What follows belongs to an exercise in optimizing a design on an open flow for small area; a production flow would make more cautious choices.
Where RTL was checked, it was by simulation tests only, not by an equivalence proof against the original.
Only the layout flow was run in run 2; the RTL was not checked for function there.
Power is estimated from default activity; no workload was simulated.

File: design/flow/design.v
package iq_pkg;
	typedef enum logic [2:0] {
		class_alu       = 3'd0,  
		class_lui_auipc = 3'd1,
		class_branch    = 3'd2,
		class_jal       = 3'd3,
		class_jalr      = 3'd4,
		class_load      = 3'd5,
		class_store     = 3'd6,
		class_illegal   = 3'd7   
	} inst_class_e;
	typedef logic [$clog2(16)-1:0] rob_tag_t;
	typedef logic [$clog2(8)-1:0] rs_idx_t;
	typedef struct packed {
		logic             pred_taken;  
		logic [32-1:0] inst;
	} iq_slot_t;
endpackage
`timescale 1ns/1ns
module inst_decode (
	input  logic [32-1:0]   inst,
	output iq_pkg::inst_class_e inst_class,
	output logic [4:0]         rd,
	output logic [32-1:0]   imm
);
	logic [6:0]       opcode;
	logic [32-1:0] imm_i;
	logic [32-1:0] imm_s;
	logic [32-1:0] imm_b;
	logic [32-1:0] imm_u;
	logic [32-1:0] imm_j;
	logic             has_rd;
	assign opcode = inst[6:0];
	assign imm_i = {{20{inst[31]}}, inst[31:20]};
	assign imm_s = {{20{inst[31]}}, inst[31:25], inst[11:7]};
	assign imm_b = {{19{inst[31]}}, inst[31], inst[7], inst[30:25], inst[11:8], 1'b0};
	assign imm_u = {inst[31:12], 12'h000};
	assign imm_j = {{11{inst[31]}}, inst[31], inst[19:12], inst[20], inst[30:21], 1'b0};
	always_comb begin
		inst_class = iq_pkg::class_illegal;
		imm        = '0;
		case (opcode)
			7'b0110011: inst_class = iq_pkg::class_alu;  
			7'b0010011: begin
				inst_class = iq_pkg::class_alu;
				imm        = imm_i;
			end
			7'b0110111, 7'b0010111: begin  
				inst_class = iq_pkg::class_lui_auipc;
				imm        = imm_u;
			end
			7'b1100011: begin
				inst_class = iq_pkg::class_branch;
				imm        = imm_b;
			end
			7'b1101111: begin
				inst_class = iq_pkg::class_jal;
				imm        = imm_j;
			end
			7'b1100111: begin
				inst_class = iq_pkg::class_jalr;
				imm        = imm_i;
			end
			7'b0000011: begin
				inst_class = iq_pkg::class_load;
				imm        = imm_i;
			end
			7'b0100011: begin
				inst_class = iq_pkg::class_store;
				imm        = imm_s;
			end
			default: ;  
		endcase
	end
	assign has_rd = (inst_class != iq_pkg::class_branch) &&
		(inst_class != iq_pkg::class_store) && (inst_class != iq_pkg::class_illegal);
	assign rd = has_rd ? inst[11:7] : 5'd0;
endmodule
`timescale 1ns/1ns
module fetch_unit (
	input  logic                        clk,
	input  logic                        rst,
	input  logic                        flush,
	input  logic [32-1:0]            flush_pc,
	output logic [32-1:0]            icache_addr,
	input  logic                        icache_hit,
	input  logic [32-1:0]            icache_data,
	output logic                        icache_fill,
	output logic [32-1:0]            icache_fill_addr,
	output logic [32-1:0]            icache_fill_data,
	output logic                        mem_req,
	output logic [32-1:0]            mem_addr,
	input  logic                        mem_ok,
	input  logic [32-1:0]            mem_data,
	output logic [12-1:0]  bht_index,
	input  logic                        bht_taken,
	input  logic                        iq_full,
	input  logic [32-1:0]            stash_addr,  
	output logic [32-1:0]            pc,
	output logic                        discard,
	output logic                        push,
	output iq_pkg::iq_slot_t            push_slot
);
	logic                waiting;     
	logic                can_fetch;
	logic                take_hit;
	logic                take_mem;
	logic [32-1:0]    fetch_inst;
	logic                is_jal;
	logic                is_branch;
	logic [32-1:0]    jump_imm;
	logic [32-1:0]    next_pc;
	assign can_fetch = !rst && !waiting && !iq_full && !flush;
	assign take_hit  = can_fetch && icache_hit;
	assign take_mem  = mem_ok && waiting && !discard && !flush;
	assign push      = take_hit || take_mem;
	assign icache_addr = pc;
	assign mem_req     = can_fetch && !icache_hit;  
	assign mem_addr    = pc;
	assign icache_fill      = mem_ok && waiting;
	assign icache_fill_addr = discard ? stash_addr : pc;
	assign icache_fill_data = mem_data;
	assign fetch_inst = take_mem ? mem_data : icache_data;
	assign bht_index  = fetch_inst[12-1:0];
	assign is_jal    = fetch_inst[6:0] == 7'b1101111;
	assign is_branch = fetch_inst[6:0] == 7'b1100011;
	assign jump_imm  = is_jal ?
		{{11{fetch_inst[31]}}, fetch_inst[31], fetch_inst[19:12], fetch_inst[20], fetch_inst[30:21], 1'b0} :
		{{19{fetch_inst[31]}}, fetch_inst[31], fetch_inst[7], fetch_inst[30:25], fetch_inst[11:8], 1'b0};
	assign next_pc = (is_jal || (is_branch && bht_taken)) ? pc + jump_imm : pc + 32'(4);
	assign push_slot.inst       = fetch_inst;
	assign push_slot.pred_taken = is_branch && bht_taken;
	always_ff @(posedge clk) begin
		if (rst) begin
			pc      <= 32'h0000_0000;
			waiting <= 1'b0;
			discard <= 1'b0;
		end else if (flush) begin
			pc      <= flush_pc;
			waiting <= waiting && !mem_ok;  
			discard <= waiting && !mem_ok;
		end else begin
			if (mem_req)
				waiting <= 1'b1;
			if (mem_ok) begin
				waiting <= 1'b0;
				discard <= 1'b0;
			end
			if (push)
				pc <= next_pc;
		end
	end
endmodule
`timescale 1ns/1ns
module inst_queue (
	input  logic              clk,
	input  logic              rst,
	input  logic              flush,
	input  logic              push,
	input  iq_pkg::iq_slot_t  push_slot,
	input  logic [32-1:0]  fetch_pc,    
	input  logic              discard,     
	input  logic              pop,
	input  logic [32-1:0]  next_head_pc,
	output iq_pkg::iq_slot_t  head,
	output logic [32-1:0]  head_pc,
	output logic              not_empty,
	output logic              full
);
	localparam int PTR_W = $clog2(16);
	logic [32:0]   mem [0:16-1];  
	logic [PTR_W-1:0] rd_ptr;
	logic [PTR_W-1:0] wr_ptr;
	logic [PTR_W:0]   count;  
	logic             empty;
	assign empty     = (count == '0);
	assign head      = mem[rd_ptr];
	assign not_empty = !empty && !flush;  
	assign full      = count[PTR_W];
	always_ff @(posedge clk) begin
		if (rst || flush) begin
			rd_ptr <= '0;
			wr_ptr <= '0;
			count  <= '0;
		end else begin
			if (push)
				wr_ptr <= wr_ptr + 1'b1;  
			if (pop)
				rd_ptr <= rd_ptr + 1'b1;
			case ({push, pop})
				2'b10:   count <= count + 1'b1;
				2'b01:   count <= count - 1'b1;
				default: ;  
			endcase
		end
	end
	always_ff @(posedge clk) begin
		if (pop)
			head_pc <= next_head_pc;
		else if ((empty || flush) && !discard)
			head_pc <= fetch_pc;
	end
	always_ff @(posedge clk) begin
		if (push)
			mem[wr_ptr] <= push_slot;
	end
endmodule
`timescale 1ns/1ns
module dispatch_unit (
	input  iq_pkg::iq_slot_t    head,
	input  logic [32-1:0]    head_pc,
	input  logic                not_empty,
	output logic                pop,
	output logic [32-1:0]    next_head_pc,
	input  logic                rob_full,
	input  iq_pkg::rob_tag_t    rob_tail_tag,
	output logic                rob_alloc,
	output logic [32-1:0]    rob_pc,
	output logic [32-1:0]    rob_inst,
	output iq_pkg::inst_class_e rob_class,
	output logic [4:0]          rob_dest,
	output logic [32-1:0]    rob_target,
	output logic                rob_pred_taken,
	input  logic                rs_free,
	input  iq_pkg::rs_idx_t     rs_free_idx,
	output logic                rs_alloc,
	output iq_pkg::rs_idx_t     rs_idx,
	output logic [32-1:0]    rs_inst,
	output logic [32-1:0]    rs_pc,
	output logic [32-1:0]    rs_imm,
	output logic [32-1:0]    rs_target,
	output iq_pkg::rob_tag_t    rs_tag,
	input  logic                slb_full,
	output logic                slb_alloc,
	output logic [32-1:0]    slb_inst,
	output logic [32-1:0]    slb_pc,
	output logic [32-1:0]    slb_imm,
	output iq_pkg::rob_tag_t    slb_tag,
	output logic                rename_we,
	output logic [4:0]          rename_rd,
	output iq_pkg::rob_tag_t    rename_tag
);
	iq_pkg::inst_class_e cls;
	logic [4:0]          rd;
	logic [32-1:0]    imm;
	logic [32-1:0]    pc_plus_imm;
	logic                is_mem;    
	logic                no_rd;     
	logic                slot_ok;   
	logic                issue;
	inst_decode i_inst_decode (
		.inst       (head.inst),
		.inst_class (cls),
		.rd         (rd),
		.imm        (imm)
	);
	assign pc_plus_imm = head_pc + imm;
	assign next_head_pc = (cls == iq_pkg::class_jal || head.pred_taken) ?
		pc_plus_imm : head_pc + 32'(4);
	assign is_mem = (cls == iq_pkg::class_load) || (cls == iq_pkg::class_store);
	assign no_rd  = (cls == iq_pkg::class_branch) || (cls == iq_pkg::class_store);
	assign slot_ok = is_mem ? !slb_full : rs_free;
	assign issue   = not_empty && !rob_full && slot_ok;
	assign pop       = issue;  
	assign rob_alloc = issue;
	assign rs_alloc  = issue && !is_mem;
	assign slb_alloc = issue && is_mem;
	assign rename_we = issue && !no_rd;
	assign rob_pc         = head_pc;
	assign rob_inst       = head.inst;
	assign rob_class      = cls;
	assign rob_dest       = rd;
	assign rob_target     = (cls == iq_pkg::class_branch) ? pc_plus_imm : '0;
	assign rob_pred_taken = head.pred_taken;
	assign rs_idx    = rs_free_idx;
	assign rs_inst   = head.inst;
	assign rs_pc     = head_pc;
	assign rs_imm    = imm;
	assign rs_target = rob_target;
	assign rs_tag    = rob_tail_tag;
	assign slb_inst = head.inst;
	assign slb_pc   = head_pc;
	assign slb_imm  = imm;
	assign slb_tag  = rob_tail_tag;
	assign rename_rd  = rd;
	assign rename_tag = rob_tail_tag;
endmodule
`timescale 1ns/1ns
module iq_top (
	input  logic                       clk,
	input  logic                       rst,
	input  logic                       flush,
	input  logic [32-1:0]           flush_pc,
	output logic [32-1:0]           icache_addr,
	input  logic                       icache_hit,
	input  logic [32-1:0]           icache_data,
	output logic                       icache_fill,
	output logic [32-1:0]           icache_fill_addr,
	output logic [32-1:0]           icache_fill_data,
	output logic                       mem_req,
	output logic [32-1:0]           mem_addr,
	input  logic                       mem_ok,
	input  logic [32-1:0]           mem_data,
	output logic [12-1:0] bht_index,
	input  logic                       bht_taken,
	input  logic                       rob_full,
	input  logic [3:0]                 rob_tail_tag,
	output logic                       rob_alloc,
	output logic [32-1:0]           rob_pc,
	output logic [32-1:0]           rob_inst,
	output logic [2:0]                 rob_class,
	output logic [4:0]                 rob_dest,
	output logic [32-1:0]           rob_target,
	output logic                       rob_pred_taken,
	input  logic                       rs_free,
	input  logic [2:0]                 rs_free_idx,
	output logic                       rs_alloc,
	output logic [2:0]                 rs_idx,
	output logic [32-1:0]           rs_inst,
	output logic [32-1:0]           rs_pc,
	output logic [32-1:0]           rs_imm,
	output logic [32-1:0]           rs_target,
	output logic [3:0]                 rs_tag,
	input  logic                       slb_full,
	output logic                       slb_alloc,
	output logic [32-1:0]           slb_inst,
	output logic [32-1:0]           slb_pc,
	output logic [32-1:0]           slb_imm,
	output logic [3:0]                 slb_tag,
	output logic                       rename_we,
	output logic [4:0]                 rename_rd,
	output logic [3:0]                 rename_tag
);
	logic              push;
	iq_pkg::iq_slot_t  push_slot;
	logic              iq_full;
	logic              pop;
	iq_pkg::iq_slot_t  head;
	logic [32-1:0]  head_pc;
	logic [32-1:0]  next_head_pc;
	logic [32-1:0]  fetch_pc;
	logic              discard;
	logic              not_empty;
	fetch_unit i_fetch_unit (
		.clk, .rst, .flush, .flush_pc,
		.icache_addr, .icache_hit, .icache_data,
		.icache_fill, .icache_fill_addr, .icache_fill_data,
		.mem_req, .mem_addr, .mem_ok, .mem_data,
		.bht_index, .bht_taken,
		.iq_full, .stash_addr (head_pc), .pc (fetch_pc), .discard,
		.push, .push_slot
	);
	inst_queue i_inst_queue (
		.clk, .rst, .flush,
		.push, .push_slot, .fetch_pc, .discard,
		.pop, .next_head_pc, .head, .head_pc, .not_empty,
		.full (iq_full)
	);
	dispatch_unit i_dispatch_unit (
		.head, .head_pc, .not_empty, .pop, .next_head_pc,
		.rob_full, .rob_tail_tag, .rob_alloc, .rob_pc, .rob_inst, .rob_class,
		.rob_dest, .rob_target, .rob_pred_taken,
		.rs_free, .rs_free_idx, .rs_alloc, .rs_idx, .rs_inst, .rs_pc, .rs_imm,
		.rs_target, .rs_tag,
		.slb_full, .slb_alloc, .slb_inst, .slb_pc, .slb_imm, .slb_tag,
		.rename_we, .rename_rd, .rename_tag
	);
endmodule
File: design/flow/config.mk
export PLATFORM = sky130hd
export DESIGN_NAME = iq_top
export DESIGN_NICKNAME = iq_top
export VERILOG_FILES = /design/flow/design.v
export SDC_FILE = /design/flow/constraint.sdc
export NUM_CORES = 4
export LEC_CHECK = 0
export CAP_MARGIN = 20
export CORE_MARGIN = 2
export CORE_UTILIZATION = 40
export SLEW_MARGIN = 20
File: design/flow/run.sh
#!/bin/bash
# synth_recipe.tcl (not shown) runs the flow's synth.tcl, then flattens the netlist and writes it again
# the make line also repeats each setting of config.mk as NAME=value (left out here)
make -C /OpenROAD-flow-scripts/flow DESIGN_CONFIG=/design/flow/config.mk WORK_HOME=/design/flow/orfs CLKGATE_MAP_FILE= SYNTH_SCRIPT=/design/flow/synth_recipe.tcl finish
File: design/flow/constraint.sdc
create_clock -name core_clock -period 7.5 [get_ports {clk}]
set_input_delay 1.5000 -clock core_clock [delete_from_list [all_inputs] [get_ports {clk}]]
set_output_delay 1.5000 -clock core_clock [all_outputs]
set_load 0.01 [all_outputs]
==> metrics.md, run 1 <==
| Metric | Value |
|---|---|
| Crit path DAT | 5.84 ns |
| Mapped Area | 32200 sq um |
| Port buffer count | 584 |
| Core Footprint | 80200 sq um |
| Critical Path Sink Type | output port |
| Final WS setup | 0.156 ns |
| Top_reg_cell synth | edfxtp_1 |
| Cell repeated most along the worst path | buf_4 |
| Final min period | 7.34 ns |
| Initial antenna violation count | 3 |
| Die ar. | 82800 sq um |
| Setup CP Type | reg2out |
| Vias in the first global route | 22000 |
| Num CTS Buffers | 69 |
| Ys async rst share | 0% |
| Finished Cell Area | 40500 sq um |
| Critical Path Stages | 17 |
| Clock Pin Slew Worst Setup and Hold Paths | 0.06 ns |
| DRT iter0 DRCs | 2484 |
| Final WL | 115 mm |
| Multi-input logic area | 11800 sq um |
| Antenna viol nets, final | 0 |
| Peak supply drop | 0.000168 V |
| Critical path cell sequence | buf_4 -> buf_4 -> bufbuf_16 -> mux4_2 -> mux4_2 -> a22o_4 -> ha_1 -> a211oi_1 -> o21bai_2 -> o21ai_0 -> a21oi_1 -> o21ai_0 -> a21oi_1 -> a2111oi_1 -> buf_4 -> nor2_1 -> clkdlybuf4s50_1 |
| Crit path max-delay family | compound AO/OA/AOI/OAI gates |
| Final setup vio count | 0 |
| Reg2Reg Depth | 16 |
| Fillcell total | 6800 |
| Critical-path top delay cell | mux4_2 |
| FP Rows | 104 |
| Sequential Power Share | 48.2% |
| Final period util | 97.9% |
| Pin slew with the least headroom to its limit | 1.01 ns |
| Leakage | 14.1 nW |
| Die X | 288 microns |
| Pins Over Slew Limit | 0 |
| Die height | 288 microns |
| # clock sinks | 611 |
| Final GP Congestion | 0.946 |
| WHS Path Cells | 2 |
| I/O pin total | 607 |
| Max-Cap Viols | 0 |
| Largest net degree at the start of global routing | 59 |
| Worst-Skew Late Latency | 0.64 ns |
| Slew margin rel. | 32.2% |
| Switching Fraction | 24.4% |
| DRT Pass-1 Iters | 5 |
| Layout area overhead | 25.8% |
| Syn nets | 2579 |
| Place WS | -0.201 ns |
| Post-DP Area | 37800 sq um |
| Layout cell share with drive strength beyond 1 | 20.2% |
| Outcome | finished clean |
| Internal power | 6.06 mW |
| Synth warnings | 3 |
| Final hold vios | 0 |
| CP max stage delay | 0.60 ns |
| Total grt overflow | 0 |
| FMAX | 136 MHz |
| Post-DP HPWL | 82.4 mm |
| First-pass GRT wire length | 160 mm |
| Synth cell types | 82 |
| Total track usage | 27.0% |
| Register Area | 17800 sq um |
| Gate Count Post-Synth | 2392 |
| Nets | 2983 |
| Comb pwr share | 10.6% |
| Avg WL per Cell | 29.3 microns |
| Hold Path Class | reg2reg |
| CP Launch Type | flop |
| Sequential element share of the synthesized area | 55.4% |
| Mean Syn Cell Area | 13.5 sq um |
| Worst EP required | 6.00 ns |
| Worst-path fanout max | 17 |
| Starting density of the core | 40.2% |
| Residual DRC | 0 |
| Via count | 22600 |
| EDFF count, synth | 560 |
| Clock power frac | 41.2% |
| Clock Tree Root | clkbuf_16 |
| Clk_skew | 0.0446 ns |
| P per Cell Area | 198 nW/um^2 |
| CTS tree | built |
| Longest Clk Path Bufs | 3 |
| H-tree levels | 3 |
| Register bit count reported by yosys | 611 |
| Sw Pwr | 1.95 mW |
| Vias/cell | 5.79 |
| Worst path buffer plus inverter count | 5 |
worst paths after layout:
check,endpoint,slack [ns],from
setup / recovery,rs_target[13],0.16,flop
hold / removal,i_inst_queue.wr_ptr[1]$_SDFFE_PP0P_,0.53,i_inst_queue.wr_ptr[1]$_SDFFE_PP0P_
setup reg to reg,i_fetch_unit.pc[19]$_SDFFE_PP0P_,2.06,i_fetch_unit.waiting$_SDFFE_PP0P_
hold reg to reg,i_inst_queue.wr_ptr[1]$_SDFFE_PP0P_,0.53,i_inst_queue.wr_ptr[1]$_SDFFE_PP0P_
worst min-delay path, delay by kind of cell (launching register included):
kind               cells  cell delay, ns
AOI/OAI and AO/OA      1            0.05
and+or+nand+nor        1            0.07
DFF                    1            0.35
layer usage:
| metal | share of wire (%) | track usage (%) | routed length, microns |
|---|---|---|---|
| met5 | 0 | 0 | 0 |
| met1 | 40 | 36.2 | 46300 |
| met3 | 7.8 | 4.19 | 8880 |
| met4 | 3.0 | 8.95 | 3470 |
| met2 | 49 | 45.0 | 55800 |
logic make-up (layout without fill, tap and decap cells):
family                   count (synthesis)  count (layout)  synth area share [%]
multiplexers                           254             254                  14.4
adder cells (fa/ha/maj)                 75              75                  2.98
XOR/XNOR                                92              92                  2.50
buffers and inverters                  457             915                  9.21
AND/OR/NAND/NOR                        503             503                  7.45
flip-flops                             611             611                  55.4
AO/OA/AOI/OAI                          400             400                  8.05
other                                    0               1                     0
timing repair:
action,in CTS,in global routing
gates resized for setup,61,46
setup endpoints to repair,39,34
pin swaps,9,15
setup buffers,9,10
gates cloned,1,1
hold buffers,0,0
power by group through the flow:
| stage | Sequential, mW | Combinational, mW | Clock, mW |
|---|---|---|---|
| 3_5_place_dp | 3.93 | 0.828 | 0 |
| 5_1_grt | 3.86 | 0.904 | 3.50 |
| 6_report | 3.86 | 0.849 | 3.31 |
| 4_1_cts | 3.86 | 0.837 | 3.35 |
| 2_1_floorplan | 3.88 | 0.468 | 0 |
| 3_3_place_gp | 3.93 | 0.821 | 0 |
cells in the mapped netlist, drive strengths merged (8+ instances only):
library cell | instances | area [sq um]
a211oi | 21 | 158
a21o | 46 | 345
a21oi | 118 | 591
a221oi | 8 | 82.6
a22o | 10 | 87.6
and2 | 9 | 56.3
and3 | 33 | 206
buf | 334 | 2490
clkbuf | 60 | 225
dfxtp | 51 | 1020
edfxtp | 560 | 16800
ha | 72 | 901
inv | 62 | 240
mux2 | 81 | 912
mux2i | 14 | 140
mux4 | 159 | 3600
nand2 | 144 | 543
nand2b | 11 | 68.8
nand3 | 47 | 235
nand4 | 16 | 115
nor2 | 146 | 551
nor2b | 13 | 81.3
nor3 | 40 | 200
o211ai | 17 | 128
o21a | 13 | 97.6
o21ai | 88 | 440
o22ai | 11 | 68.8
or2 | 8 | 50.1
or3 | 8 | 50.1
xnor2 | 45 | 394
xor2 | 47 | 412
state kept, by name, summed over array words and instances, names as in the netlist, named ones only:
| signal | flops |
|---|---|
| i_inst_queue.head_pc | 32 |
| i_fetch_unit.discard | 1 |
| i_inst_queue.wr_ptr | 4 |
| i_fetch_unit.waiting | 1 |
| i_fetch_unit.pc | 32 |
| i_inst_queue.mem | 528 |
| i_inst_queue.rd_ptr | 4 |
| i_inst_queue.count | 5 |
stage by stage:
| step | utilization, % | hold WS [ns] | power (mW) | cells | setup TNS [ns] |
|---|---|---|---|---|---|
| 6_report | 50.5 | 0.526 | 8.02 | 3911 | 0 |
| 5_1_grt | 50.5 | 0.548 | 8.27 | 3910 | -0.0493 |
| 4_1_cts | 50.2 | 0.514 | 8.05 | 3899 | 0 |
| 3_5_place_dp | 47.1 | 0.506 | 4.76 | 3764 | -0.997 |
| 3_3_place_gp | 47.1 | 0.493 | 4.75 | 3764 | -0.247 |
| 2_1_floorplan | - | 0.476 | 4.35 | 2392 | 0 |
area by class of cell:
type,count,area share (%)
clock buffer,82,4.43
inverter,63,0.615
antenna,1,0.00618
clock inverter,43,0.985
tap,1060,3.27
multi-input combinational,1324,29.1
timing repair buffer,727,17.5
sequential,611,44.1
cells in the final DEF (no fill, tap or decap), types with 7 or more instances in the layout:
master / n
inv_1: 60
ha_1: 64
edfxtp_1: 560
mux2_2: 81
nor2_2: 18
xnor2_1: 44
o211ai_1: 17
nor3_1: 35
nor2_1: 126
a22o_1: 9
buf_12: 9
a211oi_1: 21
clkdlybuf4s50_1: 562
mux4_2: 155
clkinv_1: 16
nand2b_1: 11
xor2_1: 46
o22ai_1: 10
o21ai_0: 78
dfxtp_1: 47
o21a_1: 13
clkbuf_16: 70
clkinv_2: 11
nand3_1: 45
a21o_1: 43
nand4_1: 15
and2_1: 8
dlygate4sd2_1: 9
or3_1: 8
and3_1: 31
nor2b_1: 13
clkbuf_1: 11
nand2_1: 143
a21oi_1: 114
mux2i_1: 14
or2_2: 7
buf_4: 128
==> inputs of run 2 (changes only) <==
--- a/design/flow/design.v
+++ b/design/flow/design.v
@@ -127,7 +127,7 @@
 	assign jump_imm  = is_jal ?
 		{{11{fetch_inst[31]}}, fetch_inst[31], fetch_inst[19:12], fetch_inst[20], fetch_inst[30:21], 1'b0} :
 		{{19{fetch_inst[31]}}, fetch_inst[31], fetch_inst[7], fetch_inst[30:25], fetch_inst[11:8], 1'b0};
-	assign next_pc = (is_jal || (is_branch && bht_taken)) ? pc + jump_imm : pc + 32'(4);
+	assign next_pc = pc + ((is_jal || (is_branch && bht_taken)) ? jump_imm : 32'(4));
 	assign push_slot.inst       = fetch_inst;
 	assign push_slot.pred_taken = is_branch && bht_taken;
 	always_ff @(posedge clk) begin
@@ -169,29 +169,27 @@
 );
 	localparam int PTR_W = $clog2(16);
 	logic [32:0]   mem [0:16-1];  
-	logic [PTR_W-1:0] rd_ptr;
-	logic [PTR_W-1:0] wr_ptr;
-	logic [PTR_W:0]   count;  
+	logic [PTR_W:0]   rd_ptr;  
+	logic [PTR_W:0]   wr_ptr;
 	logic             empty;
-	assign empty     = (count == '0);
-	assign head      = mem[rd_ptr];
+	assign empty     = (rd_ptr == wr_ptr);
+	always_comb begin
+		head = '0;
+		for (int i = 0; i < 16; i++)
+			if (rd_ptr[PTR_W-1:0] == PTR_W'(i))
+				head = head | mem[i];
+	end
 	assign not_empty = !empty && !flush;  
-	assign full      = count[PTR_W];
+	assign full      = (rd_ptr == {!wr_ptr[PTR_W], wr_ptr[PTR_W-1:0]});
 	always_ff @(posedge clk) begin
 		if (rst || flush) begin
 			rd_ptr <= '0;
 			wr_ptr <= '0;
-			count  <= '0;
 		end else begin
 			if (push)
 				wr_ptr <= wr_ptr + 1'b1;  
 			if (pop)
 				rd_ptr <= rd_ptr + 1'b1;
-			case ({push, pop})
-				2'b10:   count <= count + 1'b1;
-				2'b01:   count <= count - 1'b1;
-				default: ;  
-			endcase
 		end
 	end
 	always_ff @(posedge clk) begin
@@ -202,7 +200,7 @@
 	end
 	always_ff @(posedge clk) begin
 		if (push)
-			mem[wr_ptr] <= push_slot;
+			mem[wr_ptr[PTR_W-1:0]] <= push_slot;
 	end
 endmodule
 `timescale 1ns/1ns
--- a/design/flow/config.mk
+++ b/design/flow/config.mk
@@ -8,4 +8,5 @@
 export CAP_MARGIN = 20
 export CORE_MARGIN = 2
 export CORE_UTILIZATION = 40
+export CTS_BUF_LIST = sky130_fd_sc_hd__clkbuf_8
 export SLEW_MARGIN = 20
==> metrics.md, run 2 <==
| Metric | Value |
|---|---|
| Outcome | finished clean |
| Final WL | 126 mm |
| Vias/cell | 5.90 |
| Die X | 279 microns |
| Crit path DAT | 5.91 ns |
| Sequential element share of the synthesized area | 58.5% |
| Final setup vio count | 0 |
| Final GP Congestion | 1.00 |
| Multi-input logic area | 10200 sq um |
| Sw Pwr | 1.85 mW |
| Longest Clk Path Bufs | 3 |
| Core Footprint | 74700 sq um |
| Total grt overflow | 0 |
| Post-DP HPWL | 87.7 mm |
| First-pass GRT wire length | 172 mm |
| Max reg flops | 528 |
| Internal power | 5.50 mW |
| FMAX | 135 MHz |
| Die height | 279 microns |
| FP Rows | 100 |
| Synth warnings | 3 |
| Die ar. | 77900 sq um |
| Commonest cells after routing, fill and taps aside | edfxtp_1, clkdlybuf4s50_1, buf_4 |
| Peak supply drop | 0.000125 V |
| Final core utilization | 52.5% |
| Vias in the first global route | 23100 |
| Total track usage | 31.1% |
| Post-synth top area share | 55.6% |
| Pins Over Slew Limit | 0 |
| Reg2Reg Depth | 39 |
| Layout cell share with drive strength beyond 1 | 19.9% |
| CP Launch Type | flop |
| Ys async rst share | 0% |
| Comb pwr share | 10.5% |
| Synth cell types | 90 |
| Register Area | 17700 sq um |
| Max-Cap Viols | 0 |
| Leakage | 14.4 nW |
| I/O pin total | 607 |
| Worst-path fanout max | 24 |
| Fillcell total | 6369 |
| Num CTS Buffers | 99 |
| Residual DRC | 0 |
| Clock power frac | 37.5% |
| Clock Tree Root | clkbuf_8 |
| Mapped Area | 30300 sq um |
| Critical Path Sink Type | output port |
| Worst EP required | 6.00 ns |
| Switching Fraction | 25.2% |
| DRT Pass-1 Iters | 5 |
| Via count | 23800 |
| Clock Pin Slew Worst Setup and Hold Paths | 0.06 ns |
| Synth top cells by count | edfxtp_1, buf_4, nor2_1, a22oi_1, nand2_1 |
| CTS Hold Bufs | 0 |
| FF-to-FF setup slack | 1.31 ns |
| Syn nets | 2636 |
| Setup CP Type | reg2out |
| WHS Path Cells | 2 |
| Clk_skew | 0.0543 ns |
| Starting density of the core | 40.5% |
| Commonest non-fill, non-tap cell in the layout | edfxtp_1 |
| # clock sinks | 604 |
| Final period util | 98.8% |
| Synth top area cells | edfxtp_1, buf_4, a22oi_1 |
| CTS tree | built |
| Final Power | 7.35 mW |
| Sequential Power Share | 52.0% |
| Final min period | 7.41 ns |
| Mean Syn Cell Area | 12.3 sq um |
| Yosys top cell by area | edfxtp_1 |
| Avg WL per Cell | 31.1 microns |
| Top_reg_cell synth | edfxtp_1 |
| Initial antenna violation count | 4 |
| Antenna viol nets, final | 0 |
| Register bit count reported by yosys | 604 |
| Nets | 3178 |
| Count leader, synth | edfxtp_1 |
| Largest net degree at the start of global routing | 59 |
| Gate Count Post-Synth | 2452 |
| Slew margin rel. | 24.9% |
| EDFF count, synth | 560 |
| Worst-Skew Late Latency | 0.73 ns |
| Hold Path Class | reg2reg |
| Port buffer count | 584 |
| H-tree levels | 3 |
| Unrepaired setup endpoints after global routing | yes |
| Layout area overhead | 29.6% |
| P per Cell Area | 187 nW/um^2 |
| DRT iter0 DRCs | 2651 |
| Final hold vios | 0 |
| Pin slew with the least headroom to its limit | 1.11 ns |
## run 2: cell types whose count changed after synthesis, sizes merged, moves of 19 or more
cell | previous run | this run
nand2 | 144 | 125
mux4 | 159 | 0
a22oi | 3 | 151
o21ai | 88 | 67
a221oi | 8 | 30
a22o | 10 | 48
nand3 | 47 | 66
## run 2: metal layers
metal	routed length (microns)	part of all wire [%]	global-route usage, %
met1	46700	37	38.5
met4	6450	5.1	14.2
met5	27	0.021	0
met2	60200	48	51.7
met3	12300	9.8	7.31
## run 2: kinds of logic after synthesis
| group | after synthesis | synth area share (%) |
|---|---|---|
| compound gates | 606 | 14.6 |
| flops | 604 | 58.5 |
| simple gates | 517 | 8.30 |
| buf+inv | 475 | 9.77 |
| xor+xnor | 92 | 2.66 |
| mux | 86 | 3.15 |
| fa+ha+maj | 72 | 3.03 |
## run 2: final timing paths
kind / to / startpoint
min reg2reg: i_inst_queue.wr_ptr[1]$_SDFFE_PP0P_ / i_inst_queue.wr_ptr[1]$_SDFFE_PP0P_
max reg2reg: i_inst_queue.head_pc[18]$_DFFE_PP_ / i_inst_queue.rd_ptr[0]$_SDFFE_PP0P_
max: rs_target[11] / i_inst_queue.rd_ptr[1]$_SDFFE_PP0P_
min: i_inst_queue.wr_ptr[1]$_SDFFE_PP0P_ / i_inst_queue.wr_ptr[1]$_SDFFE_PP0P_
## run 2: area by class of cell
type | count | area share, %
flip-flops and latches | 604 | 45.1
multi-input cells | 1373 | 26.1
repair buffers | 844 | 20.2
clock buffers | 100 | 3.51
well taps | 969 | 3.09
clock inverters | 80 | 1.27
inverters | 72 | 0.708
diodes | 3 | 0.0191
## run 2: through the flow
stage	instance area [sq um]	setup slack (ns)	instances	hold WS, ns	TNS [ns]
CTS	38700	-0.114	4020	0.566	-0.254
floorplan	30300	0.227	2452	0.496	0
global route	39200	-0.108	4042	0.595	-0.748
detailed placement	36500	-0.251	3818	0.559	-0.678
finish	39200	0.0915	4045	0.570	0
global placement	36500	-0.0938	3818	0.530	-0.124
## run 2: power groups by stage
stage | registers (mW) | clock network, mW | logic, mW
CTS | 3.82 | 2.81 | 0.751
floorplan | 3.84 | 0 | 0.374
global route | 3.82 | 2.95 | 0.814
global placement | 3.89 | 0 | 0.727
finish | 3.82 | 2.75 | 0.772
detailed placement | 3.89 | 0 | 0.731
## run 2: repair_timing
action                     CTS  global route
pin swaps                   26            51
setup buffers               22            21
gates cloned                 0             1
resized for setup          110           128
setup endpoints to repair   52            49
## run 2: critical path, stage by stage, from the launching register on
cell	delay, ns
dfxtp_2	0.37
inv_2	0.07
ha_4	0.17
buf_6	0.15
and3_1	0.20
buf_4	0.29
a22o_1	0.29
a221oi_1	0.23
nand3_1	0.10
nor2_1	0.55
o22ai_1	0.24
ha_1	0.44
o21ai_1	0.12
o21ai_1	0.22
a31oi_2	0.14
o21ai_2	0.27
xnor2_1	0.15
nor2_1	0.51
clkdlybuf4s50_1	0.67
==> inputs of run 3 (changes only) <==
--- a/design/flow/design.v
+++ b/design/flow/design.v
@@ -171,12 +171,13 @@
 	logic [32:0]   mem [0:16-1];  
 	logic [PTR_W:0]   rd_ptr;  
 	logic [PTR_W:0]   wr_ptr;
+	logic [16-1:0] rd_sel;  
 	logic             empty;
 	assign empty     = (rd_ptr == wr_ptr);
 	always_comb begin
 		head = '0;
 		for (int i = 0; i < 16; i++)
-			if (rd_ptr[PTR_W-1:0] == PTR_W'(i))
+			if (rd_sel[i])
 				head = head | mem[i];
 	end
 	assign not_empty = !empty && !flush;  
@@ -185,11 +186,14 @@
 		if (rst || flush) begin
 			rd_ptr <= '0;
 			wr_ptr <= '0;
+			rd_sel <= 16'(1);
 		end else begin
 			if (push)
 				wr_ptr <= wr_ptr + 1'b1;  
-			if (pop)
+			if (pop) begin
 				rd_ptr <= rd_ptr + 1'b1;
+				rd_sel <= {rd_sel[16-2:0], rd_sel[16-1]};
+			end
 		end
 	end
 	always_ff @(posedge clk) begin
@@ -241,6 +245,8 @@
 	iq_pkg::inst_class_e cls;
 	logic [4:0]          rd;
 	logic [32-1:0]    imm;
+	logic                is_jal;
+	logic [32-1:0]    jump_imm;  
 	logic [32-1:0]    pc_plus_imm;
 	logic                is_mem;    
 	logic                no_rd;     
@@ -252,8 +258,12 @@
 		.rd         (rd),
 		.imm        (imm)
 	);
-	assign pc_plus_imm = head_pc + imm;
-	assign next_head_pc = (cls == iq_pkg::class_jal || head.pred_taken) ?
+	assign is_jal      = head.inst[6:0] == 7'b1101111;
+	assign jump_imm    = is_jal ?
+		{{11{head.inst[31]}}, head.inst[31], head.inst[19:12], head.inst[20], head.inst[30:21], 1'b0} :
+		{{19{head.inst[31]}}, head.inst[31], head.inst[7], head.inst[30:25], head.inst[11:8], 1'b0};
+	assign pc_plus_imm = head_pc + jump_imm;
+	assign next_head_pc = (is_jal || head.pred_taken) ?
 		pc_plus_imm : head_pc + 32'(4);
 	assign is_mem = (cls == iq_pkg::class_load) || (cls == iq_pkg::class_store);
 	assign no_rd  = (cls == iq_pkg::class_branch) || (cls == iq_pkg::class_store);
==> design/flow/flow/run.sh (new file) <==
#!/bin/bash
# The standard layout, with every port buffered by the smallest buffer
# (sky130_fd_sc_hd__buf_1) instead of the one buffer_ports picks by itself
set -euo pipefail
bash standard.sh "BUFFER_PORTS_ARGS=-buffer_cell sky130_fd_sc_hd__buf_1" finish > make_finish.log 2>&1
==> design/flow/standard.sh (new file) <==
#!/bin/bash
# synth_recipe.tcl (not shown) runs the flow's synth.tcl, then flattens the netlist and writes it again
# the make line also repeats each setting of config.mk as NAME=value (left out here)
make -C /OpenROAD-flow-scripts/flow DESIGN_CONFIG=/design/flow/config.mk WORK_HOME=/design/flow/orfs CLKGATE_MAP_FILE= SYNTH_SCRIPT=/design/flow/synth_recipe.tcl "${@:-finish}"
--- a/design/flow/config.mk
+++ b/design/flow/config.mk
@@ -7,6 +7,8 @@
 export LEC_CHECK = 0
 export CAP_MARGIN = 20
 export CORE_MARGIN = 2
-export CORE_UTILIZATION = 40
+export CORE_UTILIZATION = 65
 export CTS_BUF_LIST = sky130_fd_sc_hd__clkbuf_8
+export CTS_CLUSTER_DIAMETER = 50
+export CTS_CLUSTER_SIZE = 16
 export SLEW_MARGIN = 20
removed: design/flow/run.sh
==> metrics.md, run 3 <==
| Metric | Value |
|---|---|
| Outcome | finished clean |
| Comb pwr share | 10.4% |
| Placed instance count | 3370 |
| Leakage | 11.5 nW |
| Layout area overhead | 7.84% |
| Sequential element share of the synthesized area | 59.1% |
| Synth warnings | 3 |
| Longest Clk Path Bufs | 3 |
| Max reg flops | 528 |
| Port buffer count | 584 |
| Worst-path fanout max | 18 |
| FP Rows | 79 |
| Vias/cell | 6.90 |
| Setup TNS | 0 ns |
| Synth top area cells | edfxtp_1, buf_4, dfxtp_1 |
| Die X | 221 microns |
| Via count | 24000 |
| Starting density of the core | 65.6% |
| Fillcell total | 3342 |
| First-pass GRT wire length | 155 mm |
| Die ar. | 48700 sq um |
| I/O pin total | 607 |
| EDFF count, synth | 560 |
| Yosys top cell by area | edfxtp_1 |
| Finished Cell Area | 32900 sq um |
| Max-Cap Viols | 0 |
| Internal power | 4.82 mW |
| Avg WL per Cell | 33.3 microns |
| Worst-Skew Late Latency | 0.76 ns |
| Initial antenna violation count | 15 |
| Sw Pwr | 1.85 mW |
| Final hold vios | 0 |
| H-tree levels | 2 |
| Final period util | 98.1% |
| Largest net degree at the start of global routing | 67 |
| Post-DP HPWL | 80.2 mm |
| Syn nets | 2673 |
| Switching Fraction | 27.8% |
| Commonest non-fill, non-tap cell in the layout | buf_1 |
| Synth top cells by count | edfxtp_1, buf_4, nor2_1, nand2_1, a22oi_1 |
| Clock power frac | 31.1% |
| Pin slew with the least headroom to its limit | 1.25 ns |
| FMAX | 136 MHz |
| Synth cell types | 85 |
| Layout cell share with drive strength beyond 1 | 10.9% |
| Final setup vio count | 0 |
| Post-synth top area share | 55.1% |
| # clock sinks | 620 |
| Total track usage | 46.3% |
| DRT iter0 DRCs | 3924 |
| Residual DRC | 0 |
| Core Footprint | 46500 sq um |
| Final min period | 7.36 ns |
| CTS tree | built |
| Setup CP Type | reg2out |
| Num CTS Buffers | 56 |
| Total grt overflow | 0 |
| Register bit count reported by yosys | 620 |
| Final WL | 116 mm |
| P per Cell Area | 203 nW/um^2 |
| Worst EP required | 6.00 ns |
| Peak supply drop | 0.000187 V |
| Gate Count Post-Synth | 2493 |
| Hold Path Class | reg2reg |
| Die height | 221 microns |
| Crit path DAT | 5.86 ns |
| Count leader, synth | edfxtp_1 |
| CTS Hold Bufs | 0 |
| Sequential Power Share | 58.5% |
| Unrepaired setup endpoints after global routing | no |
| Commonest cells after routing, fill and taps aside | buf_1, edfxtp_1, nor2_1 |
| Antenna viol nets, final | 0 |
| Final instance count without filler cells | 3478 |
| Mapped Area | 30500 sq um |
| Final GP Congestion | 1.02 |
| CP Launch Type | flop |
| Nets | 3003 |
| Final Power | 6.67 mW |
| Mean Syn Cell Area | 12.2 sq um |
| Top_reg_cell synth | edfxtp_1 |
| Clk_skew | 0.0714 ns |
| Ys async rst share | 0% |
| Pins Over Slew Limit | 0 |
| DRT Pass-1 Iters | 6 |
| Clock Pin Slew Worst Setup and Hold Paths | 0.10 ns |
| Vias in the first global route | 21300 |
| Clock Tree Root | clkbuf_8 |
| Post-DP Area | 31700 sq um |
| Critical Path Sink Type | output port |
| Slew margin rel. | 15.8% |
## run 3: repair_timing
| action | CTS | global route |
|---|---|---|
| setup buffers | 0 | 1 |
| endpoints found under the hold margin | 0 | 0 |
| setup endpoints to repair | 0 | 11 |
| resized for setup | 0 | 6 |
## run 3: final cells by class
type	count	area (sq um)	area share (%)
Timing Repair Buffer	687	3030	9.22
Tap cell	607	759	2.31
Multi-Input combinational cell	1398	9680	29.4
Inverter	60	225	0.685
Clock inverter	37	353	1.07
Antenna cell	12	30.0	0.0913
Clock buffer	57	785	2.39
Sequential cell	620	18000	54.8
## run 3: path summary, 6_finish.rpt
path	startpoint	to	slack (ns)	depth (start not counted)
max	i_inst_queue.rd_sel[6]$_SDFFE_PP0P_	rs_target[28]	0.14	17
min	i_inst_queue.rd_ptr[1]$_SDFFE_PP0P_	i_inst_queue.rd_ptr[1]$_SDFFE_PP0P_	0.52	2
max reg2reg	i_fetch_unit.discard$_SDFFE_PP0P_	i_fetch_unit.pc[28]$_SDFFE_PP0N_	1.32	17
min reg2reg	i_inst_queue.rd_ptr[1]$_SDFFE_PP0P_	i_inst_queue.rd_ptr[1]$_SDFFE_PP0P_	0.52	2
## run 3: worst max-delay path, cell delays in order, from the launching register on
cell and delay (ns):
dfxtp_1 0.59, buf_4 0.41, a22o_1 0.25, a221oi_1 0.21, nand3_1 0.11, nor2_1 0.47, mux2i_1 0.16, ha_1 0.40
and3_1 0.24, a2111oi_4 0.42, a21oi_2 0.16, a2111oi_4 0.42, o21ai_2 0.16, a21bo_2 0.26, a31oi_2 0.27, xor2_1 0.10
nor2_1 0.18, clkbuf_2 0.26
## run 3: cells by family after synthesis
kind of cell / synth area share [%]
mux: 2.83
xor+xnor: 2.64
compound gates: 14.4
buf+inv: 9.61
simple gates: 8.56
flops: 59.1
fa+ha+maj: 2.84
## run 3: power by group through the flow
stage,Clock [mW],Combinational [mW],Sequential (mW)
global placement,0,0.654,3.97
finish,2.07,0.693,3.90
floorplan,0,0.476,3.93
CTS,2.05,0.664,3.89
detailed placement,0,0.661,3.97
global route,2.17,0.742,3.90
## run 3: metrics by stage
stage,util [%],hold slack (ns),setup slack [ns]
6_report,70.8,0.516,0.144
5_1_grt,70.7,0.533,0.00935
4_1_cts,70.7,0.510,0.0624
3_5_place_dp,68.2,0.497,0.566
3_3_place_gp,68.2,0.489,0.657
2_1_floorplan,-,0.477,1.32
## run 3: per-layer routing
layer	wire [microns]	global-route usage, %	part of all wire, %
met1	38800	59.6	34
met2	47800	64.1	41
met3	23700	26.6	21
met4	5080	18.8	4.4
met5	221	2.53	0.19
==> inputs of run 4 (changes only) <==
==> design/flow/config.mk (replaced) <==
export PLATFORM = sky130hd
export DESIGN_NAME = iq_top
export DESIGN_NICKNAME = iq_top
export VERILOG_FILES = /design/flow/design.v
export SDC_FILE = /design/flow/constraint.sdc
export NUM_CORES = 4
export LEC_CHECK = 0
export CAP_MARGIN = 20
export CORE_MARGIN = 2
export CORE_UTILIZATION = 40
export SLEW_MARGIN = 20
==> metrics.md, run 4 <==
| Metric | Value |
|---|---|
| Register bit count reported by yosys | 620 |
| Clk_skew | 0.0343 ns |
| Switching Fraction | 25.0% |
| Die ar. | 78500 sq um |
| Commonest non-fill, non-tap cell in the layout | buf_1 |
| Core Footprint | 75700 sq um |
| FMAX | 137 MHz |
| Final WS setup | 0.224 ns |
| CTS tree | built |
| Mux cell area share after synthesis | 2.83% |
| Ys async rst share | 0% |
| Largest net degree at the start of global routing | 49 |
| Initial antenna violation count | 8 |
| Longest Clk Path Bufs | 3 |
| Critical Path Sink Type | output port |
| Antenna viol nets, final | 0 |
| Num CTS Buffers | 67 |
| Internal power | 6.07 mW |
| Sequential element share of the synthesized area | 59.1% |
| Top_reg_cell synth | edfxtp_1 |
| Starting density of the core | 40.3% |
| Worst EP required | 6.00 ns |
| Count leader, synth | edfxtp_1 |
| Post-synthesis simple-gate area fraction | 8.56% |
| Post-DP HPWL | 82.8 mm |
| Pin slew with the least headroom to its limit | 0.957 ns |
| I/O pin total | 607 |
| Avg WL per Cell | 31.4 microns |
| Outcome | finished clean |
| Max-Cap Viols | 0 |
| Pins Over Slew Limit | 0 |
| Layout area overhead | 12.7% |
| FP Rows | 101 |
| Sw Pwr | 2.03 mW |
| Post-synth top area share | 55.1% |
| Fillcell total | 6922 |
| Final setup vio count | 0 |
| Synth top area cells | edfxtp_1, buf_4, dfxtp_1 |
| Post-synthesis adder-cell area fraction | 2.84% |
| Setup CP Type | reg2out |
| Peak supply drop | 0.000173 V |
| Clock Tree Root | clkbuf_16 |
| Yosys top cell by area | edfxtp_1 |
| Post-DP Area | 32000 sq um |
| Final period util | 97.0% |
| Worst-Skew Late Latency | 0.63 ns |
| Final GP Congestion | 0.936 |
| Place WS | 0.365 ns |
| Vias in the first global route | 21600 |
| Synth top cells by count | edfxtp_1, buf_4, nor2_1, nand2_1, a22oi_1 |
| Nets | 2996 |
| Final hold vios | 0 |
| Final core utilization | 45.4% |
| Max reg flops | 528 |
| Sequential Power Share | 48.3% |
| CTS Hold Bufs | 0 |
| Residual DRC | 0 |
| Largest family of logic cells by synthesized area | compound AO/OA/AOI/OAI gates |
| Comb pwr share | 8.7% |
| Syn nets | 2673 |
| Crit path DAT | 5.78 ns |
| DRT iter0 DRCs | 2632 |
| DRT Pass-1 Iters | 6 |
| # clock sinks | 620 |
| CP Launch Type | flop |
| Worst-path fanout max | 10 |
| H-tree levels | 3 |
| Port buffer count | 584 |
| Synth Area in XOR/XNOR | 2.64% |
| Clock power frac | 43.0% |
| Layout cell share with drive strength beyond 1 | 11.3% |
| P per Cell Area | 236 nW/um^2 |
| Final WL | 121 mm |
| Final min period | 7.28 ns |
| Finished Cell Area | 34400 sq um |
| Slew margin rel. | 35.5% |
| Vias/cell | 6.04 |
| Clock Pin Slew Worst Setup and Hold Paths | 0.07 ns |
| EDFF count, synth | 560 |
| Mapped Area | 30500 sq um |
| Hold Path Class | reg2reg |
| Via count | 23300 |
| Gate Count Post-Synth | 2493 |
| First-pass GRT wire length | 165 mm |
| Synth cell types | 85 |
| Mean Syn Cell Area | 12.2 sq um |
| Die X | 280 microns |
| Die height | 280 microns |
| Leakage | 11.9 nW |
| Total grt overflow | 0 |
| Commonest cells after routing, fill and taps aside | buf_1, edfxtp_1, nand2_1 |
| Total track usage | 29.8% |
| Synth warnings | 3 |
| Synth Area in Compound Gates | 14.4% |
==> run 4: cell types whose count changed in the layout (fill, tap and decap cells not counted), sizes merged <==
cell and delta:
buf -18, bufinv +9, clkbuf +20, clkinv +16, diode -11, inv -16
==> run 4: worst max-delay path: stages (launching register included) <==
cell	delay, ns
dfxtp_1	0.66
a22oi_1	0.21
nand3_1	0.14
nor2_1	0.11
nor2_1	0.49
nand3_2	0.35
mux2i_1	0.21
ha_1	0.38
and3_1	0.24
a2111oi_4	0.44
a21oi_2	0.17
a2111oi_4	0.35
buf_4	0.20
o21ai_2	0.10
a21bo_2	0.25
a31oi_2	0.26
xor2_1	0.12
nor2_1	0.19
clkbuf_2	0.26
==> run 4: worst paths after layout <==
path	start	to	slack, ns	cells past startpoint
hold reg to reg	i_inst_queue.rd_ptr[1]$_SDFFE_PP0P_	i_inst_queue.rd_ptr[1]$_SDFFE_PP0P_	0.51	2
setup reg to reg	i_fetch_unit.discard$_SDFFE_PP0P_	i_fetch_unit.pc[27]$_SDFFE_PP0N_	1.38	21
setup / recovery	i_inst_queue.rd_sel[15]$_SDFFE_PP0P_	rs_target[28]	0.22	18
hold / removal	i_inst_queue.rd_ptr[1]$_SDFFE_PP0P_	i_inst_queue.rd_ptr[1]$_SDFFE_PP0P_	0.51	2
==> run 4: logic make-up (layout without fill, tap and decap cells) <==
group,Yosys count,after routing
compound gates,605,605
xor+xnor,92,92
fa+ha+maj,68,68
buf+inv,475,852
flops,620,620
mux,76,76
other cells,0,1
simple gates,557,557
==> run 4: per-stage QoR <==
| step | TNS [ns] | hold slack (ns) | instances | total power, mW |
|---|---|---|---|---|
| 2_1_floorplan | 0 | 0.477 | 2493 | 4.41 |
| 3_3_place_gp | 0 | 0.494 | 3723 | 4.66 |
| 3_5_place_dp | 0 | 0.499 | 3723 | 4.66 |
| 4_1_cts | 0 | 0.507 | 3846 | 8.10 |
| 5_1_grt | -0.0322 | 0.533 | 3848 | 8.31 |
| 6_report | 0 | 0.507 | 3849 | 8.10 |
==> run 4: cell type report <==
cell class	count	area (sq um)	area share, %
repair buffers	669	2850	8.28
clock buffers	77	1760	5.11
clock inverters	46	561	1.63
flip-flops and latches	620	18000	52.5
multi-input cells	1398	9710	28.3
diodes	1	2.50	0.00728
inverters	60	225	0.656
well taps	978	1220	3.56
==> run 4: metal layers <==
layer	routed length, microns	global-route usage, %
met1	45900	38.0
met2	55200	46.5
met3	12600	7.13
met4	6990	16.7
met5	115	1.06
==> run 4: power groups by stage <==
stage	logic [mW]	clock network, mW	registers (mW)
floorplan	0.476	0	3.93
global placement	0.681	0	3.98
detailed placement	0.685	0	3.98
CTS	0.688	3.51	3.90
global route	0.755	3.64	3.91
finish	0.707	3.48	3.91
==> run 4: timing repair <==
item	4_1_cts	5_1_grt
setup endpoints to repair	1	17
gates resized for setup	0	19
buffers inserted	0	2
pin swaps	1	1
==> inputs of run 5 (changes only) <==
--- a/design/flow/config.mk
+++ b/design/flow/config.mk
@@ -7,5 +7,8 @@
 export LEC_CHECK = 0
 export CAP_MARGIN = 20
 export CORE_MARGIN = 2
-export CORE_UTILIZATION = 40
+export CORE_UTILIZATION = 65
+export CTS_BUF_LIST = sky130_fd_sc_hd__clkbuf_16
+export CTS_CLUSTER_DIAMETER = 60
+export CTS_CLUSTER_SIZE = 40
 export SLEW_MARGIN = 20
==> metrics.md, run 5 <==
| Metric | Value |
|---|---|
| First-pass GRT wire length | 155 mm |
| Sequential Power Share | 55.1% |
| Gate Count Post-Synth | 2493 |
| Sw Pwr | 1.94 mW |
| Outcome | finished clean |
| Worst EP required | 6.00 ns |
| Final period util | 97.5% |
| DRT iter0 DRCs | 3770 |
| Ys async rst share | 0% |
| Switching Fraction | 27.4% |
| Mapped Area | 30500 sq um |
| Synth Area in Compound Gates | 14.4% |
| Commonest cells after routing, fill and taps aside | buf_1, edfxtp_1, nor2_1 |
| Synth top cells by count | edfxtp_1, buf_4, nor2_1, nand2_1, a22oi_1 |
| Count leader, synth | edfxtp_1 |
| Peak supply drop | 0.000213 V |
| P per Cell Area | 214 nW/um^2 |
| Initial antenna violation count | 11 |
| Core Footprint | 46500 sq um |
| I/O pin total | 607 |
| Multi-input logic area | 9670 sq um |
| Layout area overhead | 8.79% |
| Register Area | 18000 sq um |
| FF-to-FF setup slack | 1.30 ns |
| Reg2reg end | i_fetch_unit.pc[28]$_SDFFE_PP0N_ |
| DRT Pass-1 Iters | 6 |
| Post-DP Area | 31700 sq um |
| Register bit count reported by yosys | 620 |
| Max reg flops | 528 |
| Place WS | 0.566 ns |
| CTS Hold Bufs | 0 |
| Yosys top cell by area | edfxtp_1 |
| Synth cell types | 85 |
| Synth top area cells | edfxtp_1, buf_4, dfxtp_1 |
| Via count | 23900 |
| FP Rows | 79 |
| EDFF count, synth | 560 |
| Top_reg_cell synth | edfxtp_1 |
| Nets | 2987 |
| Largest family of logic cells by synthesized area | compound AO/OA/AOI/OAI gates |
| Clock Tree Root | clkbuf_16 |
| CP Launch Type | flop |
| Final WS setup | 0.191 ns |
| Pin slew with the least headroom to its limit | 1.17 ns |
| Clk_skew | 0.0565 ns |
| Slew margin rel. | 21.5% |
| Longest Clk Path Bufs | 3 |
| Port buffer count | 584 |
| Final hold vios | 0 |
| Vias in the first global route | 21300 |
| Worst Setup EP | rs_target[28] |
| Fillcell total | 3274 |
| Post-DP HPWL | 80.2 mm |
| Num CTS Buffers | 40 |
| Hold Path Class | reg2reg |
| Vias/cell | 6.93 |
| Post-synthesis simple-gate area fraction | 8.56% |
| Starting density of the core | 65.6% |
| Avg WL per Cell | 33.6 microns |
| Post-synthesis adder-cell area fraction | 2.84% |
| Internal power | 5.14 mW |
| Max-Cap Viols | 0 |
| Post-synth top area share | 55.1% |
| Sequential element share of the synthesized area | 59.1% |
| Synth warnings | 3 |
| Comb pwr share | 9.8% |
| Total track usage | 46.4% |
| Synth Area in XOR/XNOR | 2.64% |
| Mux cell area share after synthesis | 2.83% |
| Residual DRC | 0 |
| Die ar. | 48700 sq um |
| Worst-Skew Late Latency | 0.63 ns |
| Reg2Reg Depth | 15 |
| Unrepaired setup endpoints after global routing | no |
| Worst flop-to-flop path startpoint | i_fetch_unit.discard$_SDFFE_PP0P_ |
| # clock sinks | 620 |
| Mean Syn Cell Area | 12.2 sq um |
| Total grt overflow | 0 |
| Final setup vio count | 0 |
| Setup TNS | 0 ns |
| Critical Path Sink Type | output port |
| Antenna viol nets, final | 0 |
| CP startpoint | i_inst_queue.rd_sel[2]$_SDFFE_PP0P_ |
| Setup CP Type | reg2out |
| Clock power frac | 35.2% |
| Commonest non-fill, non-tap cell in the layout | buf_1 |
| Finished Cell Area | 33200 sq um |
| Pins Over Slew Limit | 0 |
| Clock Pin Slew Worst Setup and Hold Paths | 0.09 ns |
| Final GP Congestion | 1.02 |
| Final min period | 7.31 ns |
| H-tree levels | 2 |
| Final WL | 116 mm |
| Die height | 221 microns |
| FMAX | 137 MHz |
| Layout cell share with drive strength beyond 1 | 10.4% |
| Crit path DAT | 5.81 ns |
| Worst-path fanout max | 17 |
| Leakage | 11.6 nW |
| Die X | 221 microns |
| Syn nets | 2673 |
| CTS tree | built |
| Largest net degree at the start of global routing | 67 |
[run 5: cell counts after synthesis]
Identical to the previous run, type by type.
[run 5: cells by family after synthesis]
family	count (synthesis)
flip-flops	620
AO/OA/AOI/OAI	605
AND/OR/NAND/NOR	557
buffers and inverters	475
XOR/XNOR	92
multiplexers	76
adder cells (fa/ha/maj)	68
[run 5: routing by layer]
layer  global-route usage, %  part of all wire, %
met4                    19.0                  4.7
met5                    4.95                 0.33
met3                    26.8                   20
met1                    59.4                   33
met2                    64.3                   42
[run 5: cell type report]
cell class | count | area share [%]
diodes | 4 | 0.0302
clock buffers | 42 | 3.17
flip-flops and latches | 620 | 54.3
multi-input cells | 1398 | 29.1
clock inverters | 32 | 1.23
inverters | 60 | 0.679
well taps | 607 | 2.29
repair buffers | 687 | 9.13
[run 5: per-stage QoR]
| stage | cells | power [mW] | hold slack (ns) | util (%) |
|---|---|---|---|---|
| 2_1_floorplan | 2493 | 4.41 | 0.477 | - |
| 3_3_place_gp | 3370 | 4.62 | 0.489 | 68.2 |
| 3_5_place_dp | 3370 | 4.63 | 0.497 | 68.2 |
| 4_1_cts | 3444 | 7.04 | 0.506 | 71.3 |
| 5_1_grt | 3448 | 7.23 | 0.529 | 71.4 |
| 6_report | 3450 | 7.09 | 0.510 | 71.4 |
[run 5: worst min-delay path by stage]
stage,startpoint,endpoint,slack [ns],depth (start not counted)
floorplan,i_inst_queue.rd_ptr[1]$_SDFFE_PP0P_,i_inst_queue.rd_ptr[1]$_SDFFE_PP0P_,0.48,2
global placement,i_inst_queue.rd_ptr[1]$_SDFFE_PP0P_,i_inst_queue.rd_ptr[1]$_SDFFE_PP0P_,0.49,2
detailed placement,i_inst_queue.rd_ptr[1]$_SDFFE_PP0P_,i_inst_queue.rd_ptr[1]$_SDFFE_PP0P_,0.50,2
CTS,i_inst_queue.rd_ptr[1]$_SDFFE_PP0P_,i_inst_queue.rd_ptr[1]$_SDFFE_PP0P_,0.51,2
global route,i_inst_queue.rd_ptr[1]$_SDFFE_PP0P_,i_inst_queue.rd_ptr[1]$_SDFFE_PP0P_,0.53,2
finish,i_inst_queue.rd_ptr[1]$_SDFFE_PP0P_,i_inst_queue.rd_ptr[1]$_SDFFE_PP0P_,0.51,2
[run 5: critical path: stages (launching register included)]
cell	delay [ns]
dfxtp_1	0.59
buf_4	0.38
a22o_1	0.25
a221oi_1	0.22
nand3_1	0.10
nor2_1	0.51
mux2i_1	0.28
ha_1	0.40
and3_1	0.22
a2111oi_4	0.41
a21oi_2	0.16
a2111oi_4	0.42
o21ai_2	0.16
a21bo_2	0.26
a31oi_2	0.27
xor2_1	0.10
nor2_1	0.17
clkbuf_2	0.26
[run 5: power groups by stage]
stage | combinational, mW | clock, mW | sequential, mW
finish | 0.692 | 2.49 | 3.90
global route | 0.742 | 2.58 | 3.90
global placement | 0.654 | 0 | 3.97
CTS | 0.665 | 2.48 | 3.89
floorplan | 0.476 | 0 | 3.93
detailed placement | 0.661 | 0 | 3.97
[run 5: what timing repair did]
action / CTS / global route
hold endpoints to repair: 0 / 0
resized for setup: 0 / 2
buffers inserted: 0 / 1
endpoints found under the setup margin: 0 / 4
==> inputs of run 6 (changes only) <==
--- a/design/flow/config.mk
+++ b/design/flow/config.mk
@@ -9,6 +9,6 @@
 export CORE_MARGIN = 2
 export CORE_UTILIZATION = 65
 export CTS_BUF_LIST = sky130_fd_sc_hd__clkbuf_16
-export CTS_CLUSTER_DIAMETER = 60
-export CTS_CLUSTER_SIZE = 40
+export CTS_CLUSTER_DIAMETER = 80
+export CTS_CLUSTER_SIZE = 30
 export SLEW_MARGIN = 20
==> metrics.md, run 6 <==
| Metric | Value |
|---|---|
| Vias/cell | 6.91 |
| H-tree levels | 1 |
| Clock Pin Slew Worst Setup and Hold Paths | 0.12 ns |
| Met3 WL | 22.9 mm |
| Worst-Skew Late Latency | 0.66 ns |
| Die X | 221 microns |
| Place WS | 0.566 ns |
| Final WL | 115 mm |
| P per Cell Area | 202 nW/um^2 |
| Commonest cells after routing, fill and taps aside | buf_1, edfxtp_1, nor2_1 |
| CP max stage delay | 0.54 ns |
| Sequential element share of the synthesized area | 59.1% |
| Setup CP Type | reg2out |
| Critical Path Sink Type | output port |
| Post-synth top area share | 55.1% |
| Hold Path End | i_inst_queue.rd_ptr[1]$_SDFFE_PP0P_ |
| Crit path DAT | 5.76 ns |
| Mean Syn Cell Area | 12.2 sq um |
| FP Rows | 79 |
| Pins Over Slew Limit | 0 |
| Reg2Reg Depth | 17 |
| Port buffer count | 584 |
| Worst flop-to-flop path startpoint | i_fetch_unit.discard$_SDFFE_PP0P_ |
| Residual DRC | 0 |
| Synth cell types | 85 |
| Synth top cells by count | edfxtp_1, buf_4, nor2_1, nand2_1, a22oi_1 |
| Starting density of the core | 65.6% |
| Core Footprint | 46500 sq um |
| Via count | 23700 |
| Die ar. | 48700 sq um |
| Final GP Congestion | 1.02 |
| Fillcell total | 3359 |
| Yosys top cell by area | edfxtp_1 |
| Critical path cell sequence | a22o_1 -> a221oi_1 -> nand3_1 -> nor2_1 -> nor2_1 -> nand3_2 -> mux2i_1 -> ha_1 -> and3_1 -> a2111oi_4 -> a21oi_2 -> a2111oi_4 -> o21ai_2 -> a21bo_2 -> a31oi_2 -> xor2_1 -> nor2_1 -> clkbuf_2 |
| Count leader, synth | edfxtp_1 |
| Slew margin rel. | 16.7% |
| Layout cell share with drive strength beyond 1 | 9.61% |
| DRT Pass-1 Iters | 7 |
| Final WS setup | 0.241 ns |
| FF-to-FF setup slack | 1.30 ns |
| Commonest non-fill, non-tap cell in the layout | buf_1 |
| Routed met1 length | 39.0 mm |
| Gate Count Post-Synth | 2493 |
| Crit path max-delay family | compound AO/OA/AOI/OAI gates |
| Final setup vio count | 0 |
| Top_reg_cell synth | edfxtp_1 |
| First-pass GRT wire length | 154 mm |
| Worst EP required | 6.00 ns |
| Reg2reg end | i_fetch_unit.pc[28]$_SDFFE_PP0N_ |
| Longest Clk Path Bufs | 3 |
| Final hold vios | 0 |
| FMAX | 138 MHz |
| Leakage | 11.4 nW |
| Total track usage | 46.0% |
| DRT iter0 DRCs | 3980 |
| Vias in the first global route | 21100 |
| Synth top area cells | edfxtp_1, buf_4, dfxtp_1 |
| Final period util | 96.8% |
| Met2 wire len | 47.8 mm |
| Mapped Area | 30500 sq um |
| EDFF count, synth | 560 |
| CP Launch Type | flop |
| Total grt overflow | 0 |
| Outcome | finished clean |
| WHS Path Cells | 2 |
| Uppermost layer routed | met5 |
| Ys async rst share | 0% |
| Num CTS Buffers | 30 |
| CTS tree | built |
| Clock Tree Root | clkbuf_16 |
| Pin slew with the least headroom to its limit | 1.24 ns |
| # clock sinks | 620 |
| Max-Cap Viols | 0 |
| Worst-path fanout max | 17 |
| Post-DP HPWL | 80.2 mm |
| Worst hold margin | 0.525 ns |
| Synth warnings | 3 |
| Peak supply drop | 0.000242 V |
| Layout area overhead | 7.49% |
| Avg WL per Cell | 33.6 microns |
| Max reg flops | 528 |
| Clk_skew | 0.0424 ns |
| Setup TNS | 0 ns |
| Finished Cell Area | 32800 sq um |
| Cell repeated most along the worst path | nor2_1 |
| Post-DP Area | 31700 sq um |
| Critical-path top delay cell | dfxtp_2 |
| Register bit count reported by yosys | 620 |
| Nets | 2977 |
| Worst path buffer plus inverter count | 1 |
| Final min period | 7.26 ns |
| Initial antenna violation count | 15 |
| Worst Hold Launch | i_inst_queue.rd_ptr[1]$_SDFFE_PP0P_ |
| Largest net degree at the start of global routing | 67 |
| Final core utilization | 70.6% |
| Syn nets | 2673 |
| Hold Path Class | reg2reg |
| Die height | 221 microns |
| I/O pin total | 607 |
| Antenna viol nets, final | 0 |
| Unrepaired setup endpoints after global routing | no |
==> run 6: cell counts after synthesis <==
No cell type changed its count.
==> run 6: logic make-up (layout without fill, tap and decap cells) <==
kind of cell | after synthesis | after routing | share of synthesized area [%]
xor gates and xnor gates | 92 | 92 | 2.64
other | 0 | 8 | 0
DFF | 620 | 620 | 59.1
AOI/OAI and AO/OA | 605 | 605 | 14.4
buffers and inverters | 475 | 802 | 9.61
and+or+nand+nor | 557 | 557 | 8.56
muxes | 76 | 76 | 2.83
adders and majority gates | 68 | 68 | 2.84
==> run 6: per-layer routing <==
layer  vias to the layer above  track usage (%)
li1                       9707                -
met1                     11500             60.4
met2                      2189             64.3
met3                       349             25.0
met4                         8             16.7
met5                         -             2.63
==> run 6: worst max path at each step <==
| stage | startpoint | end | slack, ns | cells past startpoint |
|---|---|---|---|---|
| 5_1_grt | i_inst_queue.rd_sel[7]$_SDFFE_PP0P_ | rs_target[28] | 0.05 | 18 |
| 6_report | i_inst_queue.rd_sel[0]$_SDFFE_PP1P_ | rs_target[28] | 0.24 | 18 |
| 3_5_place_dp | mem_ok | i_fetch_unit.pc[28]$_SDFFE_PP0N_ | 0.57 | 19 |
| 3_3_place_gp | mem_ok | i_fetch_unit.pc[28]$_SDFFE_PP0N_ | 0.66 | 19 |
| 2_1_floorplan | mem_ok | i_fetch_unit.pc[17]$_SDFFE_PP0N_ | 1.32 | 23 |
| 4_1_cts | i_inst_queue.rd_sel[7]$_SDFFE_PP0P_ | rs_target[28] | 0.17 | 18 |
==> run 6: final cells by class <==
cell class                      instances  area (sq um)  share of cell area [%]
Clock buffer                           31           776                    2.37
Clock inverter                         24           273                   0.832
Inverter                               60           225                   0.687
Timing Repair Buffer                  687          3030                    9.25
Tap cell                              607           759                    2.32
Multi-Input combinational cell       1398          9670                    29.5
Sequential cell                       620         18000                    55.0
Antenna cell                            8          20.0                  0.0611
==> run 6: tightest hold or removal path, cell delays in order (launching register included) <==
cell and delay, ns:
dfxtp_1 0.36, nand2_1 0.07, a21oi_1 0.06
==> run 6: where the power goes <==
part           internal [mW]  total [mW]  switching [mW]  leakage, nW
logic                  0.219       0.693           0.474         5.27
registers               3.80        3.90           0.106         5.63
clock network          0.817        2.03            1.21        0.528
total                   4.83        6.63            1.79         11.4
==> run 6: repair_timing <==
item | 4_1_cts | 5_1_grt
endpoints found under the setup margin | 0 | 8
gates resized for setup | 0 | 3
setup buffers | 0 | 1
hold buffers | 0 | 0
==> run 6: stage by stage <==
stage | power (mW) | std cells
final | 6.63 | 3435
after floorplan | 4.41 | 2493
after global routing | 6.76 | 3432
after CTS | 6.57 | 3425
after detailed placement | 4.63 | 3370
after global placement | 4.62 | 3370

==> static timing again, ports no longer ideal <==
Ports are ideal in the flow. The routed layouts listed here were re-timed in OpenROAD. Step 1 assumes that a clkbuf_16 drives the clock port and a buf_2 every other input. Step 2 also shifts input and output timing later by t, the mid clock arrival at the registers, as if the neighbouring blocks saw the same clock. a / b / c = ideal ports / drivers / drivers and shift; a / b = the first two.
run	t, ns	slack for setup (ns)	worst setup path at the end	worst slew at a driven data input, ns
run 1	0.681	0.156 / 0.091 / 0.343	input to register	0.36
run 2	0.763	0.091 / 0.032 / 0.134	input to register	0.40
run 3	0.786	0.144 / 0.086 / 0.402	input to register	0.19
run 4	0.680	0.224 / 0.159 / 0.218	input to register	0.46
run 5	0.660	0.191 / 0.129 / 0.381	input to register	0.20
run 6	0.702	0.241 / 0.178 / 0.367	input to register	0.20
After both steps every run listed still meets setup and hold. The setup slack of run 4, which loses most, moves by -0.065 ns with the drivers and by -0.006 ns with both steps.
